From an optimization exercise on the open Yosys and OpenROAD flow, aimed at small area, a short achievable clock period and few clock cycles; shortcuts taken in it are not production practice. At most, simulation tests tie the RTL to the original design; equivalence was not proved.

==> raven: inputs <==
// mandel_render_top
module mandel_render_top #(
    parameter int IMG_W = 8,
    parameter int IMG_H = 6
) (
    input  logic                                 clk,
    input  logic                                 reset,
    input  logic                                 cfg_sen,
    input  logic                                 cfg_sclk,
    input  logic                                 cfg_sdata,
    output logic                                 pixel_valid,
    output logic [mandel_fixed_pkg::PIX_WIDTH-1:0] pixel_count,
    output logic                                 frame_done,
    output logic                                 busy
);
export LEC_CHECK = 0
export CAP_MARGIN = 20
export CORE_MARGIN = 2
export CORE_UTILIZATION = 40
export CTS_BUF_LIST = sky130_fd_sc_hd__clkbuf_4 sky130_fd_sc_hd__clkbuf_8
export SLEW_MARGIN = 20
create_clock -name core_clock -period 9.0 [get_ports {clk}]
standard.sh (not shown) runs the stock make flow with config.mk's settings and CLKGATE_MAP_FILE= SYNTH_SCRIPT=/design/flow/synth_recipe.tcl, a recipe that flattens the netlist after the stock synthesis.
==> flow/flow/run.sh <==
#!/bin/bash
set -euo pipefail
R="$PWD/orfs/results/$FLOW_PLATFORM/mandel_render_top/base"
bash standard.sh "$R/1_2_yosys.v" > synth_make.log 2>&1
cp "$R/1_2_yosys.v" yosys_netlist_before_polarity.v
python3 flow/polarity.py "$R/1_2_yosys.v" > polarity.log 2>&1
bash standard.sh finish SETUP_SLACK_MARGIN=6.0 > layout_make.log 2>&1
Other scripts of this flow, unchanged in this note and not shown: flow/flow/polarity.py
==> ember (differences from raven) <==
CORE_UTILIZATION = 65   (was 40)
CTS_BUF_LIST = not set   (was sky130_fd_sc_hd__clkbuf_4 sky130_fd_sc_hd__clkbuf_8)
PLACE_DENSITY = 0.75   (was not set)
==> quartz (differences from raven) <==
ABC_AREA = 1   (was not set)
CTS_BUF_LIST = not set   (was sky130_fd_sc_hd__clkbuf_4 sky130_fd_sc_hd__clkbuf_8)
==> pepper (differences from raven) <==
==> flow/flow/run.sh (replaced) <==
#!/bin/bash
set -euo pipefail
R="$PWD/orfs/results/$FLOW_PLATFORM/mandel_render_top/base"
bash standard.sh "$R/1_2_yosys.v" > synth_make.log 2>&1
cp "$R/1_2_yosys.v" yosys_netlist_before_polarity.v
python3 flow/polarity.py "$R/1_2_yosys.v" > polarity.log 2>&1
bash standard.sh finish SETUP_SLACK_MARGIN=6.3 "BUFFER_PORTS_ARGS=-buffer_cell sky130_fd_sc_hd__buf_4" > layout_make.log 2>&1
CTS_BUF_LIST = not set   (was sky130_fd_sc_hd__clkbuf_4 sky130_fd_sc_hd__clkbuf_8)
==> summary of the runs <==
- raven produced a clean layout. ember went through all stages and came out clean. pepper ran to the end with no violations. quartz completed without violations.
- Between raven and pepper, the lower design area is in raven (gap 6.6%, measured against pepper).
- In sequential cell count, pepper and quartz do not differ.
- Routed wire length: pepper > quartz > raven > ember.
- Between quartz and raven, the lower area after synthesis is in raven (gap about 1.4%, measured against raven).
Testbench counts of raven, summed over its fixed seeds: cycles 220,512.
Testbench counts of ember, summed over its fixed seeds: cycles 220,512.
Testbench counts of quartz, summed over its fixed seeds: cycles 220,512.
Testbench counts of pepper, summed over its fixed seeds: cycles 220,512.

========
==> inputs of v12 <==
Another version of the RTL of mandel_render_top (not shown whole).
// mandel_render_top
module mandel_render_top #(
    parameter int IMG_W = 8,
    parameter int IMG_H = 6
) (
    input  logic                                 clk,
    input  logic                                 reset,
    input  logic                                 cfg_sen,
    input  logic                                 cfg_sclk,
    input  logic                                 cfg_sdata,
    output logic                                 pixel_valid,
    output logic [mandel_fixed_pkg::PIX_WIDTH-1:0] pixel_count,
    output logic                                 frame_done,
    output logic                                 busy
);
    mandel_cfg_pkg::cfg_t cfg;
    logic start;
    serial_config_rx u_rx (
        .clk       (clk),
        .reset     (reset),
        .cfg_sen   (cfg_sen),
        .cfg_sclk  (cfg_sclk),
        .cfg_sdata (cfg_sdata),
        .cfg       (cfg),
        .start     (start)
    );
    mandel_engine u_engine (
        .clk         (clk),
        .reset       (reset),
        .cfg         (cfg),
        .start       (start),
        .pixel_valid (pixel_valid),
        .pixel_count (pixel_count),
        .frame_done  (frame_done),
        .busy        (busy)
    );
endmodule
export LEC_CHECK = 0
export CAP_MARGIN = 20
export CORE_MARGIN = 2
export CORE_UTILIZATION = 40
export SLEW_MARGIN = 20
create_clock -name core_clock -period 9.0 [get_ports {clk}]
==> flow/flow/run.sh <==
#!/bin/bash
set -euo pipefail
R="$PWD/orfs/results/$FLOW_PLATFORM/mandel_render_top/base"
bash standard.sh "$R/1_2_yosys.v" > synth_make.log 2>&1
cp "$R/1_2_yosys.v" yosys_netlist_before_polarity.v
python3 flow/polarity.py "$R/1_2_yosys.v" > polarity.log 2>&1
bash standard.sh finish SETUP_SLACK_MARGIN=6.0 > layout_make.log 2>&1
Other scripts of this flow, unchanged in this note and not shown: flow/flow/polarity.py
==> inputs of v16, as changes to v12 <==
ABC_AREA = 1   (was default)
==> notes <==
In v12 the area after synthesis is lower than in v16, by 2.3%. Against v16, the global-route usage of v12 is higher by 0.64 points. In v12 the critical path depth is lower than in v16, by 2. Cell count: v12 is smaller than v16 (9.3%). Hold slack is about the same in v12 and v16.
No functional check of the RTL was part of any run of this note.

========
==> inputs of wip/violet <==
mandel_render_top with an RTL version that a note above also has.
==> flow/design.v (excerpt) <==
module mandel_render_top #(
    parameter int IMG_W = 8,
    parameter int IMG_H = 6
) (
    input  logic                                 clk,
    input  logic                                 reset,
    input  logic                                 cfg_sen,
    input  logic                                 cfg_sclk,
    input  logic                                 cfg_sdata,
    output logic                                 pixel_valid,
    output logic [mandel_fixed_pkg::PIX_WIDTH-1:0] pixel_count,
    output logic                                 frame_done,
    output logic                                 busy
);
    mandel_cfg_pkg::cfg_t cfg;
    logic start;
    serial_config_rx u_rx (
        .clk       (clk),
        .reset     (reset),
        .cfg_sen   (cfg_sen),
        .cfg_sclk  (cfg_sclk),
        .cfg_sdata (cfg_sdata),
        .cfg       (cfg),
        .start     (start)
    );
    mandel_engine u_engine (
        .clk         (clk),
        .reset       (reset),
        .cfg         (cfg),
        .start       (start),
        .pixel_valid (pixel_valid),
        .pixel_count (pixel_count),
        .frame_done  (frame_done),
        .busy        (busy)
    );
endmodule
Settings: LEC_CHECK=0, CAP_MARGIN=20, CORE_MARGIN=2, CORE_UTILIZATION=40, SETUP_SLACK_MARGIN=5, SLEW_MARGIN=20; clock period 9.0 ns.
run.sh (not shown) runs the stock make flow with config.mk's settings and CLKGATE_MAP_FILE= SYNTH_SCRIPT=/design/flow/synth_recipe.tcl, a recipe that flattens the netlist after the stock synthesis.
Stock flow here: none of the scripts above is used.
==> inputs of wip/harbor, as changes to wip/violet <==
==> flow/flow/run.sh (new file) <==
#!/bin/bash
set -euo pipefail
bash standard.sh finish SETUP_SLACK_MARGIN=5.5 > standard_flow.log 2>&1
==> flow/standard.sh (new file) <==
#!/bin/bash
# synth_recipe.tcl (not shown) runs the flow's synth.tcl, then flattens the netlist and writes it again
# the make line also repeats each setting of config.mk as NAME=value (left out here)
make -C /OpenROAD-flow-scripts/flow DESIGN_CONFIG=/design/flow/config.mk WORK_HOME=/design/flow/orfs CLKGATE_MAP_FILE= SYNTH_SCRIPT=/design/flow/synth_recipe.tcl "${@:-finish}"
--- a/flow/config.mk
+++ b/flow/config.mk
@@ -9,4 +9,3 @@
 export CORE_MARGIN = 2
 export CORE_UTILIZATION = 40
-export SETUP_SLACK_MARGIN = 5
 export SLEW_MARGIN = 20
removed: flow/run.sh
==> comparison <==
In wip/violet the first-iteration DRC count is lower than in wip/harbor, by about 10%.
Fmax: wip/harbor is higher than wip/violet (12%).
In worst hold slack, wip/violet and wip/harbor hardly differ.
Of wip/violet and wip/harbor, wip/harbor has the higher setup slack (gap 0.40 ns).
Count of clock-buffer cells in the layout is the same in wip/violet and wip/harbor.
Testbench counts of wip/violet, summed over its fixed seeds: cycles 220,512.
Testbench counts of wip/harbor, summed over its fixed seeds: cycles 220,512.

========
==> sierra <==
Another version of the RTL of mandel_render_top (not shown whole).
Settings: LEC_CHECK=0, ABC_AREA=1, CAP_MARGIN=20, CORE_MARGIN=2, CORE_UTILIZATION=40, CTS_CLUSTER_DIAMETER=150, CTS_CLUSTER_SIZE=20, SLEW_MARGIN=20; clock period 9.0 ns.
standard.sh (not shown) runs the stock make flow with config.mk's settings and CLKGATE_MAP_FILE= SYNTH_SCRIPT=/design/flow/synth_recipe.tcl, a recipe that flattens the netlist after the stock synthesis.
==> flow/flow/run.sh <==
#!/bin/bash
set -euo pipefail
R="$PWD/orfs/results/$FLOW_PLATFORM/mandel_render_top/base"
bash standard.sh "$R/1_2_yosys.v" > synth_make.log 2>&1
cp "$R/1_2_yosys.v" yosys_netlist_before_polarity.v
python3 flow/polarity.py "$R/1_2_yosys.v" > polarity.log 2>&1
bash standard.sh finish SETUP_SLACK_MARGIN=6.15 > layout_make.log 2>&1
Other scripts of this flow, unchanged in this note and not shown: flow/flow/polarity.py
==> maple (differences from sierra) <==
--- a/flow/flow/run.sh
+++ b/flow/flow/run.sh
@@ -5,3 +5,3 @@
 cp "$R/1_2_yosys.v" yosys_netlist_before_polarity.v
 python3 flow/polarity.py "$R/1_2_yosys.v" > polarity.log 2>&1
-bash standard.sh finish SETUP_SLACK_MARGIN=6.15 > layout_make.log 2>&1
+bash standard.sh finish SETUP_SLACK_MARGIN=6.0 > layout_make.log 2>&1
--- a/flow/config.mk
+++ b/flow/config.mk
@@ -10,5 +10,5 @@
 export CORE_MARGIN = 2
 export CORE_UTILIZATION = 40
-export CTS_CLUSTER_DIAMETER = 150
-export CTS_CLUSTER_SIZE = 20
+export CTS_CLUSTER_DIAMETER = 175
+export CTS_CLUSTER_SIZE = 25
 export SLEW_MARGIN = 20
==> qor summary <==
metric                                                                maple      sierra
Outcome                                            timing/DRC/antenna clean  timing/DRC/antenna clean
Worst setup slack after layout                                     6.068 ns    6.147 ns
Number of filler cells placed in the layout                            3237        3177
Met2 track demand over resource                                      30.14%      31.16%
Layout cell share with drive strength beyond 1                       6.904%      13.44%
Post-synthesis to final-layout area growth                           9.318%      14.40%
Arrival time at the worst endpoint                                  3.30 ns     3.26 ns
Peak fanout along the critical path                                      19           6
Crit share post-route                                                32.57%      31.70%
Worst-case hold slack                                             0.3296 ns   0.3207 ns
Clock latency reported for the late side of the worst-skew pair     0.50 ns     0.49 ns
Multi-input logic portion of the cell area                           57.51%      56.61%
Clk_skew                                                         0.03702 ns  0.02718 ns
Final std cells w/o fill                                               1802        1839
Layout clock area frac                                               2.342%      2.549%
Transition time at the pin with the least slew margin             0.7221 ns   0.7003 ns
Gpl congestion                                                       0.8875      0.8751
Testbench counts of sierra, summed over its fixed seeds: cycles 220,512.
Testbench counts of maple, summed over its fixed seeds: cycles 220,512.

[re-timing with driven ports]
The results above use ideal ports. As a check the final layouts listed here were re-extracted and re-timed, cells and wires unchanged. Step 1 assumes that a clkbuf_16 drives the clock port and a buf_2 every other input. Step 2 adds t to the input delays and takes it off the output delays; t is the mean of the earliest and latest rising clock arrival at the registers after step 1. Input paths then give back, and output paths get back, about the clock's delay inside the block. Three values: no drivers, after step 1, after step 2; two values: the first two.
| run | t (ns) | setup WS [ns] | slew at the worst register clock pin (ns) |
|---|---|---|---|
| raven | 0.582 | 6.048 / 6.014 / 6.048 | 0.06 / 0.06 |
| ember | 0.577 | 5.978 / 5.978 / 5.978 | 0.06 / 0.06 |
| quartz | 0.587 | 6.061 / 6.011 / 6.089 | 0.06 / 0.06 |
| pepper | 0.589 | 6.045 / 6.045 / 6.045 | 0.07 / 0.07 |
| v12 | 0.585 | 5.999 / 5.999 / 5.999 | 0.07 / 0.07 |
| v16 | 0.571 | 6.006 / 6.006 / 6.006 | 0.06 / 0.06 |
| wip/violet | 0.586 | 5.137 / 5.137 / 5.137 | 0.06 / 0.06 |
| wip/harbor | 0.589 | 5.537 / 5.537 / 5.537 | 0.06 / 0.06 |
| sierra | 0.528 | 6.147 / 6.136 / 6.147 | 0.10 / 0.10 |
| maple | 0.532 | 6.068 / 6.068 / 6.068 | 0.11 / 0.11 |
After both steps setup and hold are still met in every run listed.
